Background: an optimization exercise with open tools, aiming at small area, a short achievable clock period and few clock cycles. Do not read the settings as production practice.
Function was checked by simulation only, so behaviour that the tests miss may differ from the original.
No activity file was given, so power comes from the tool's default toggle rates.

rev 12:
## axiToAhbBridge
module axiToAhbBridge (
    input  wire         ACLK,
    input  wire         rst,
    input  wire         awValid,
    output logic        awReady,
    input  wire  [3:0]  awId,
    input  wire  [31:0] awAddr,
    input  wire  [3:0]  awLen,
    input  wire  [2:0]  awSize,
    input  wire         wValid,
    output logic        wReady,
    input  wire  [31:0] wData,
    input  wire         wLast,
    output logic        bValid,
    input  wire         bReady,
    output logic [3:0]  bId,
    output logic [1:0]  bResp,
    input  wire         arValid,
    output logic        arReady,
    input  wire  [3:0]  arId,
    input  wire  [31:0] arAddr,
    input  wire  [3:0]  arLen,
    input  wire  [2:0]  arSize,
    output logic        rValid,
    input  wire         rReady,
    output logic [3:0]  rId,
    output logic [31:0] rData,
    output logic [1:0]  rResp,
    output logic        rLast,
    output logic [31:0] hAddr,
    output logic        hWrite,
    output logic [2:0]  hSize,
    output logic [1:0]  hTrans,
    output logic [31:0] hWData,
    input  wire  [31:0] hRData,
    input  wire         hReady,
    input  wire         hResp
);
    logic [31:0] addr;       
  ...
Size: ~400 cells after synthesis, about 86 flip-flops, about 280 I/O pins.
clock: 5.5 ns
lec_check: 0
cap_margin: 20
core_margin: 2
core_utilization: 55
place_density: 0.5
setup_slack_margin: 2.72
slew_margin: 20
synth_hierarchical: 1
synth_minimum_keep_size: 0
standard.sh (not shown) runs the stock make flow with config.mk's settings and CLKGATE_MAP_FILE= SYNTH_SCRIPT=/design/flow/synth_recipe.tcl, a recipe that flattens the netlist after the stock synthesis.
==> flow/flow/run.sh <==
#!/bin/bash
set -euo pipefail
export BUFFER_PORTS_ARGS="-buffer_cell sky130_fd_sc_hd__buf_1"
export CTS_ARGS="-sink_clustering_enable -repair_clock_nets -dont_use_dummy_load -buf_list sky130_fd_sc_hd__clkbuf_8 -root_buf sky130_fd_sc_hd__clkbuf_8"
if ! bash standard.sh finish > make_finish.log 2>&1; then
  tail -50 make_finish.log
  exit 1
fi
Testbench counts of rev 12, summed over its fixed seeds: cycles 19,428.
What rev 13 does differently from rev 12 at the input level:
--- a/flow/config.mk
+++ b/flow/config.mk
@@ -11 +11 @@
-export PLACE_DENSITY = 0.5
+export PLACE_DENSITY = 0.7
## What came out
- In the metrics for rev 12 and rev 13, the one carrying the higher clock skew is rev 12.
- Layout buffer count excluding clock buffers: rev 12 and rev 13 compared, lower one is rev 13
- Delta (rev 13 minus rev 12): wire length climbed 0.96%; layout-stage area growth over the synthesis result now larger; area share of and/or/nand/nor cells after synthesis roughly the same; minimum clock period after layout moved down; count of port buffers added during placement now sits at about the same level.
- Across both runs, register-to-register slack was higher for rev 13 than for rev 12.
- Rev 12 -> rev 13: worst slack on hold paths flat
- According to the power report, total power for rev 13 is higher than for rev 12.
- Clock-buffer cell count of rev 13 is on par with rev 12.
- Rev 12 ended up with arAddr[10] as its launching element of the worst setup path; rev 13 ended up with arAddr[4].

---

axiToAhbBridge, a different RTL version from the one above (not shown whole).
For scale: ~490 cells after synthesis, ~280 I/O pins.
clock: 5.5 ns
lec_check: 0
cap_margin: 20
core_margin: 2
core_utilization: 55
place_density: 0.7
setup_slack_margin: 2.65
slew_margin: 20
==> flow/flow/run.sh <==
#!/bin/bash
set -euo pipefail
export BUFFER_PORTS_ARGS="-buffer_cell sky130_fd_sc_hd__buf_1"
export CTS_ARGS="-sink_clustering_enable -repair_clock_nets -dont_use_dummy_load -buf_list sky130_fd_sc_hd__clkbuf_8 -root_buf sky130_fd_sc_hd__clkbuf_8 -sink_clustering_size 40 -sink_clustering_max_diameter 150"
if ! bash standard.sh finish > make_finish.log 2>&1; then
  tail -50 make_finish.log
  exit 1
fi
The baseline passed the timing, DRC and antenna checks.
Testbench counts at the start, summed over its fixed seeds: cycles 19,428.
Change:
==> flow/flow/run.sh (replaced) <==
#!/bin/bash
set -euo pipefail
export BUFFER_PORTS_ARGS="-buffer_cell sky130_fd_sc_hd__buf_1"
export CTS_ARGS="-sink_clustering_enable -repair_clock_nets -dont_use_dummy_load -buf_list sky130_fd_sc_hd__clkbuf_8 -root_buf sky130_fd_sc_hd__clkbuf_8"
if ! bash standard.sh finish > make_finish.log 2>&1; then
  tail -50 make_finish.log
  exit 1
fi
Settings changed: CORE_UTILIZATION 55 to 40, PLACE_DENSITY 0.7 to default, SETUP_SLACK_MARGIN 2.65 to 2.8.
What happened: Synthesized cell count stays the same; hold slack stays flat; worst setup slack loses 6.0 ps; synthesized area is unchanged.

---

## run 1
The RTL this note starts from:
==> flow/design.v <==
`default_nettype none
package axiAhbPkg;
    localparam int AddrWidth    = 32;
    localparam int DataWidth    = 32;
    localparam int IdWidth      = 4;
    localparam int MaxBeats     = 16;
    localparam int BeatIdxWidth = 4;
    typedef enum logic [1:0]
    {
        OKAY   = 2'd0,
        SLVERR = 2'd2
    } axiResp_e;
    typedef enum logic [1:0]
    {
        IDLE   = 2'd0,
        NONSEQ = 2'd2
    } ahbTrans_e;
    typedef enum logic [2:0]
    {
        BYTE = 3'd0,
        HALF = 3'd1,
        WORD = 3'd2
    } axiSize_e;
    typedef struct packed
    {
        logic [IdWidth-1:0]      id;
        logic [AddrWidth-1:0]    addr;
        logic [BeatIdxWidth-1:0] len;
        axiSize_e                size;
    } burstReq_t;
    typedef struct packed
    {
        logic [DataWidth-1:0] data;
        logic                 err;
    } readBeat_t;
endpackage
`default_nettype wire
`timescale 1ns/1ps
`default_nettype none
module axiToAhbBridge (
    input  wire         ACLK,
    input  wire         rst,
    input  wire         awValid,
    output logic        awReady,
    input  wire  [3:0]  awId,
    input  wire  [31:0] awAddr,
    input  wire  [3:0]  awLen,
    input  wire  [2:0]  awSize,
    input  wire         wValid,
    output logic        wReady,
    input  wire  [31:0] wData,
    input  wire         wLast,
    output logic        bValid,
    input  wire         bReady,
    output logic [3:0]  bId,
    output logic [1:0]  bResp,
    input  wire         arValid,
    output logic        arReady,
    input  wire  [3:0]  arId,
    input  wire  [31:0] arAddr,
    input  wire  [3:0]  arLen,
    input  wire  [2:0]  arSize,
    output logic        rValid,
    input  wire         rReady,
    output logic [3:0]  rId,
    output logic [31:0] rData,
    output logic [1:0]  rResp,
    output logic        rLast,
    output logic [31:0] hAddr,
    output logic        hWrite,
    output logic [2:0]  hSize,
    output logic [1:0]  hTrans,
    output logic [31:0] hWData,
    input  wire  [31:0] hRData,
    input  wire         hReady,
    input  wire         hResp
);
    logic [31:0] addr;       
    logic [3:0]  cnt;        
    logic [1:0]  size;
    logic [3:0]  id;
    logic        wr;         
    logic        err;        
    logic [31:0] data;       
    logic        idle;       
    logic        ap;         
    logic        dp;         
    logic        rp;         
    logic        wA;         
    logic        rA;         
    logic        rDp;        
    logic        rRp;        
    logic        wDpL;       
    logic        wRp;        
    logic        ldW;
    logic        ldR;
    logic [31:0] cAddr;
    logic [1:0]  cSize;
    logic [3:0]  cCnt;
    logic        issue;
    logic        accept;
    logic        dpDone;
    logic        respValid;
    logic        respReady;
    logic        apN;
    logic        dpN;
    logic        rpN;
    logic        wrN;
    assign wA   = ap && wr;
    assign rA   = ap && !wr;
    assign rDp  = dp && !wr;
    assign rRp  = rp && !wr;
    assign wDpL = dp && wr && !ap;
    assign wRp  = rp && wr;
    assign arReady = idle;
    assign awReady = idle && !arValid;
    assign ldR     = arValid && idle;
    assign ldW     = awValid && awReady;
    assign cAddr = idle ? arAddr : addr;
    assign cSize = idle ? arSize[1:0] : size;
    assign cCnt  = idle ? arLen : cnt;
    assign issue  = (wA && wValid) || (rA && hReady && rReady) || ldR;
    assign accept = issue && hReady;
    assign dpDone = dp && hReady;
    assign hTrans = {issue, 1'b0};
    assign hAddr  = cAddr;
    assign hWrite = !idle && wr;
    assign hSize  = {1'b0, cSize};
    assign hWData = data;
    assign wReady = wA && hReady;
    assign bValid = wRp || (wDpL && hReady);
    assign bId    = id;
    assign bResp  = {err || (dp && hResp), 1'b0};
    assign rValid = rRp || (rDp && hReady);
    assign rId    = id;
    assign rData  = (rp || wr) ? data : hRData;
    assign rResp  = {rp ? err : hResp, 1'b0};
    assign rLast  = !ap;
    logic [11:0] incAddr;
    logic [3:0]  decCnt;
    assign incAddr = cAddr[11:0] + (12'd1 << cSize);
    assign decCnt  = cCnt - 4'd1;
    assign respValid = bValid || rValid;
    assign respReady = wr ? bReady : rReady;
    assign wrN = idle ? ldW : wr;
    assign apN = ldW || ((ap || ldR) && !(accept && (cCnt == 4'd0)));
    assign dpN = accept || (dp && !hReady);
    assign rpN = respValid && !respReady;
    always_ff @(posedge ACLK)
    begin
        if (rst)
        begin
            idle <= 1'b1;
            ap   <= 1'b0;
            dp   <= 1'b0;
            rp   <= 1'b0;
        end
        else
        begin
            idle <= !(apN || dpN || rpN);
            ap   <= apN;
            dp   <= dpN;
            rp   <= rpN;
        end
    end
    always_ff @(posedge ACLK)
    begin
        data <= wReady ? wData : rData;
    end
    always_ff @(posedge ACLK)
    begin
        if (ldW)
        begin
            addr <= awAddr;
            cnt  <= awLen;
            size <= awSize[1:0];
        end
        else
        begin
            addr[31:12] <= cAddr[31:12];
            addr[11:0]  <= accept ? incAddr : cAddr[11:0];
            cnt         <= accept ? decCnt : cCnt;
            size        <= cSize;
        end
        wr <= wrN;
        if (idle)
            id <= ldW ? awId : arId;
        err <= !idle && (wr ? bResp[1] : rResp[1]);
    end
endmodule
`default_nettype wire
Settings: LEC_CHECK=0, CAP_MARGIN=20, CORE_MARGIN=2, CORE_UTILIZATION=55, PLACE_DENSITY=0.7, SETUP_SLACK_MARGIN=2.65, SLEW_MARGIN=20; clock period 5.5 ns.
==> flow/flow/run.sh <==
#!/bin/bash
set -euo pipefail
export BUFFER_PORTS_ARGS="-buffer_cell sky130_fd_sc_hd__buf_1"
export CTS_ARGS="-sink_clustering_enable -repair_clock_nets -dont_use_dummy_load -buf_list sky130_fd_sc_hd__clkbuf_4 -root_buf sky130_fd_sc_hd__clkbuf_8"
if ! bash standard.sh finish > make_finish.log 2>&1; then
  tail -50 make_finish.log
  exit 1
fi
Testbench counts of run 1, summed over its fixed seeds: cycles 19,428.
Input-level comparison between run 2 and run 1:
==> flow/flow/run.sh <==
#!/bin/bash
set -euo pipefail
export BUFFER_PORTS_ARGS="-buffer_cell sky130_fd_sc_hd__buf_1"
export CTS_ARGS="-sink_clustering_enable -repair_clock_nets -dont_use_dummy_load -buf_list sky130_fd_sc_hd__clkbuf_8 -root_buf sky130_fd_sc_hd__clkbuf_8"
if ! bash standard.sh finish > make_finish.log 2>&1; then
  tail -50 make_finish.log
  exit 1
fi
==> comparison <==
- As far as maximum number of pins on one net before global-route repair goes, run 1 and run 2 are indistinguishable; the numbers are identical.
- From run 2 to run 1, met3 wire length did not move at all.
- Comparing run 2 with run 1, the XOR/XNOR share of the synthesized area came out essentially unchanged.
- Internal power came out exactly the same in run 1 and run 2.
- Final cell count without fillers: run 1 vs run 2 identical
- Diff run 1..run 2 | placed wire-length estimate after detailed placement | unchanged
- Run 1 -> run 2: area of the die delta 0, exact match
- Run 1 and run 2 ended up with nearly the same via count.
- met3 usage across run 1 and run 2: no real change.
- Wire length reported by the detailed router came out exactly the same in run 1 and run 2.
- Re setup slack after layout: no difference whatsoever between run 2 and run 1.
Modified inputs, run 3 compared to run 2
Settings: swapping 2.65 for 2.7 in SETUP_SLACK_MARGIN.
[summary]
Run 3 vs. run 2: sum of internal, switching and leakage power increased by about 0.6% relative to the old numbers, part of the total power dissipated in the clock network decreased by 0.3 points relative to the old numbers, combinational power share increased by 0.5 points relative to the old numbers, effective utilization at floorplan closely matched the old numbers, multi-input combinational cell area closely matched the old numbers.
Run 3 ended up with arAddr[7] as its worst setup path startpoint; run 2 ended up with hReady.
Between run 3 and run 2, the fraction of area in registers figures differ only marginally.
Register-to-register slack for run 3: 0.13 ns down relative to run 2
There was hardly any difference in overall via count from detail_route between run 2 and run 3.
Half-perimeter wire length after placement (run 3 vs. run 2) increases slightly

---

RTL: one of the versions met above, not the one the previous note started from.
Size: ~490 cells after synthesis, roughly 86 flip-flops, about 280 I/O pins, ~4500 um^2 of cells after synthesis.
==> flow/config.mk <==
export PLATFORM = sky130hd
export DESIGN_NAME = axiToAhbBridge
export DESIGN_NICKNAME = axiToAhbBridge
export VERILOG_FILES = /design/flow/design.v
export SDC_FILE = /design/flow/constraint.sdc
export NUM_CORES = 4
export LEC_CHECK = 0
export CAP_MARGIN = 20
export CORE_MARGIN = 2
export CORE_UTILIZATION = 55
export PLACE_DENSITY = 0.7
export SETUP_SLACK_MARGIN = 2.65
export SLEW_MARGIN = 20
==> flow/constraint.sdc <==
create_clock -name core_clock -period 5.5 [get_ports {ACLK}]
set_input_delay 1.1000 -clock core_clock [delete_from_list [all_inputs] [get_ports {ACLK}]]
set_output_delay 1.1000 -clock core_clock [all_outputs]
set_load 0.01 [all_outputs]
==> flow/flow/run.sh <==
#!/bin/bash
set -euo pipefail
export BUFFER_PORTS_ARGS="-buffer_cell sky130_fd_sc_hd__buf_1"
export CTS_ARGS="-sink_clustering_enable -repair_clock_nets -dont_use_dummy_load -buf_list sky130_fd_sc_hd__clkbuf_16 -root_buf sky130_fd_sc_hd__clkbuf_16 -sink_clustering_size 100 -sink_clustering_max_diameter 1000"
if ! bash standard.sh finish > make_finish.log 2>&1; then
  tail -50 make_finish.log
  exit 1
fi
The first run produced a clean layout.
Testbench counts at the start, summed over its fixed seeds: cycles 19,428.
Change:
==> flow/flow/run.sh (replaced) <==
#!/bin/bash
set -euo pipefail
export BUFFER_PORTS_ARGS="-buffer_cell sky130_fd_sc_hd__buf_1"
export CTS_ARGS="-sink_clustering_enable -repair_clock_nets -dont_use_dummy_load -buf_list sky130_fd_sc_hd__clkbuf_8 -root_buf sky130_fd_sc_hd__clkbuf_8"
if ! bash standard.sh finish > make_finish.log 2>&1; then
  tail -50 make_finish.log
  exit 1
fi
Sequential power hardly moves.
Global-route usage is about the same.
Synthesized cell count is unchanged.
Critical path depth falls by 1.
Register-to-register slack barely changes.
Change:
--- a/flow/config.mk
+++ b/flow/config.mk
@@ -11,3 +11,3 @@
 export PLACE_DENSITY = 0.7
-export SETUP_SLACK_MARGIN = 2.65
+export SETUP_SLACK_MARGIN = 2.7
 export SLEW_MARGIN = 20
Worst setup slack loses 49 ps.
First-iteration DRC count rose by 32%.
Power increases by 0.67%.
Combinational power increases by about 1%.
Synthesized cell count stays the same.
Cell area goes up by 0.77%.
Area after synthesis does not change.
Global-route usage barely changes.
Flip-flop and latch count stays the same.
Worst hold slack gets worse by 3.8 ps.

---

Setup of fjord:
Another version of the RTL of axiToAhbBridge (not shown whole).
For scale: roughly 79 flip-flops, ~280 I/O pins.
==> flow/config.mk <==
export PLATFORM = sky130hd
export DESIGN_NAME = axiToAhbBridge
export DESIGN_NICKNAME = axiToAhbBridge
export VERILOG_FILES = /design/flow/design.v
export SDC_FILE = /design/flow/constraint.sdc
export NUM_CORES = 4
export LEC_CHECK = 0
export CAP_MARGIN = 20
export CORE_MARGIN = 2
export CORE_UTILIZATION = 40
export SETUP_SLACK_MARGIN = 3.0
export SLEW_MARGIN = 20
==> flow/constraint.sdc <==
create_clock -name core_clock -period 5.5 [get_ports {ACLK}]
set_input_delay 1.1000 -clock core_clock [delete_from_list [all_inputs] [get_ports {ACLK}]]
set_output_delay 1.1000 -clock core_clock [all_outputs]
set_load 0.01 [all_outputs]
==> flow/flow/run.sh <==
#!/bin/bash
set -euo pipefail
export BUFFER_PORTS_ARGS="-buffer_cell sky130_fd_sc_hd__buf_1"
if ! bash standard.sh finish > make_finish.log 2>&1; then
  tail -50 make_finish.log
  exit 1
fi
fjord completed every stage of the flow, and the final layout passed the timing, DRC and antenna checks.
Testbench counts of fjord, summed over its fixed seeds: cycles 20,074.
Input-level comparison between raven and fjord:
-- flow/config.mk --
<<< fjord, line 9
export CORE_MARGIN = 2
export CORE_UTILIZATION = 40
export SETUP_SLACK_MARGIN = 3.0
export SLEW_MARGIN = 20
>>> raven, line 9
export CORE_MARGIN = 2
export CORE_UTILIZATION = 40
export SETUP_SLACK_MARGIN = 2.6
export SLEW_MARGIN = 20
### Flow results
Starting density of the core across raven and fjord: no real change.
In the tables for raven and fjord, count of instances resized after the clock tree is built reads lower with raven.
Clock-buffer cell count, raven and fjord: lower on raven
#### Input delta (sierra over raven)
==> flow/run.sh (new file) <==
#!/bin/bash
# synth_recipe.tcl (not shown) runs the flow's synth.tcl, then flattens the netlist and writes it again
# the make line also repeats each setting of config.mk as NAME=value (left out here)
make -C /OpenROAD-flow-scripts/flow DESIGN_CONFIG=/design/flow/config.mk WORK_HOME=/design/flow/orfs CLKGATE_MAP_FILE= SYNTH_SCRIPT=/design/flow/synth_recipe.tcl finish
-- flow/config.mk --
<<< raven, line 9
export CORE_MARGIN = 2
export CORE_UTILIZATION = 40
export SETUP_SLACK_MARGIN = 2.6
export SLEW_MARGIN = 20
>>> sierra, line 9
export CORE_MARGIN = 2
export CORE_UTILIZATION = 40
export SLEW_MARGIN = 20
removed: flow/flow/run.sh
removed: flow/standard.sh
[summary]
Final routed wirelength across all metal layers: sierra > raven. Summary of sierra over raven: total leakage power +about 32%; internal power +about 8%; part of the total power dissipated in the clock network -4.5 points; power +about 6%; proportion of cell area occupied by registers -8.7 points. Relative to raven, proportion of power drawn by combinational gates increased by 7.4 points in sierra. sierra vs. raven: final clock period utilization by the worst path rose by 18 points; routed length on met2 rose by 11%; arrival time of data at the critical path endpoint rose by 0.97 ns.
--- input diff sierra..tundra ---
==> flow/flow/run.sh (new file) <==
#!/bin/bash
set -euo pipefail
export BUFFER_PORTS_ARGS="-buffer_cell sky130_fd_sc_hd__buf_1"
if ! bash standard.sh finish > make_finish.log 2>&1; then
  tail -50 make_finish.log
  exit 1
fi
==> flow/standard.sh (new file) <==
#!/bin/bash
# synth_recipe.tcl (not shown) runs the flow's synth.tcl, then flattens the netlist and writes it again
# the make line also repeats each setting of config.mk as NAME=value (left out here)
make -C /OpenROAD-flow-scripts/flow DESIGN_CONFIG=/design/flow/config.mk WORK_HOME=/design/flow/orfs CLKGATE_MAP_FILE= SYNTH_SCRIPT=/design/flow/synth_recipe.tcl "${@:-finish}"
removed: flow/run.sh
[summary]
- Run comparison: sierra most common cell after layout, fill and taps aside clkdlybuf4s50_1; tundra most common cell after layout, fill and taps aside buf_1
- Looking at global routing usage on met1 across tundra and sierra, the one that comes out lower is tundra.
- Looking at post-layout minimum cycle time, tundra sits 0.74 ns lower than sierra does.
- tundra does better than sierra on via count.

==> separate check: timing with driven ports <==
No port has a modelled driver above. Below, the same layouts with a new extraction and two added sets of constraints. Step 1, drivers: a clkbuf_16 drives ACLK and a buf_2 each remaining input, both assumed. Step 2 moves the port delays by t, midway between the first and last clock arrival at a register: inputs arrive t later, outputs are due t later. That takes back most of the time a late clock gives input paths. a / b / c = ideal ports / drivers / drivers and shift; a / b = the first two.
| run | shift t [ns] | slack for setup (ns) | hold WS [ns] |
|---|---|---|---|
| rev 12 | 0.357 | 2.756 / 2.727 / 2.435 | 0.465 / 0.465 / 0.465 |
| rev 13 | 0.361 | 2.760 / 2.727 / 2.446 | 0.467 / 0.467 / 0.467 |
| the first run of note 2 | 0.371 | 2.685 / 2.654 / 2.324 | 0.480 / 0.480 / 0.480 |
| the second run of note 2 | 0.365 | 2.679 / 2.676 / 2.311 | 0.479 / 0.479 / 0.479 |
| run 1 | 0.367 | 2.698 / 2.653 / 2.423 | 0.543 / 0.543 / 0.543 |
| run 2 | 0.367 | 2.698 / 2.653 / 2.423 | 0.543 / 0.543 / 0.543 |
| run 3 | 0.367 | 2.712 / 2.683 / 2.435 | 0.556 / 0.556 / 0.556 |
| the first run of note 4 | 0.358 | 2.668 / 2.626 / 2.349 | 0.476 / 0.476 / 0.476 |
| the second run of note 4 | 0.371 | 2.685 / 2.654 / 2.324 | 0.480 / 0.480 / 0.480 |
| the third run of note 4 | 0.364 | 2.636 / 2.615 / 2.265 | 0.476 / 0.476 / 0.476 |
| fjord | 0.381 | 2.636 / 2.572 / 2.572 | 0.590 / 0.590 / 0.590 |
| raven | 0.380 | 2.660 / 2.622 / 2.429 | 0.591 / 0.591 / 0.591 |
| sierra | 0.383 | 1.694 / 1.628 / 1.628 | 0.588 / 0.588 / 0.588 |
| tundra | 0.373 | 2.436 / 2.384 / 2.297 | 0.603 / 0.603 / 0.603 |
After both steps every run listed still meets setup and hold. For the third run of note 4, which loses most, drivers alone change the setup slack by -0.021 ns; drivers and shift together by -0.371 ns.
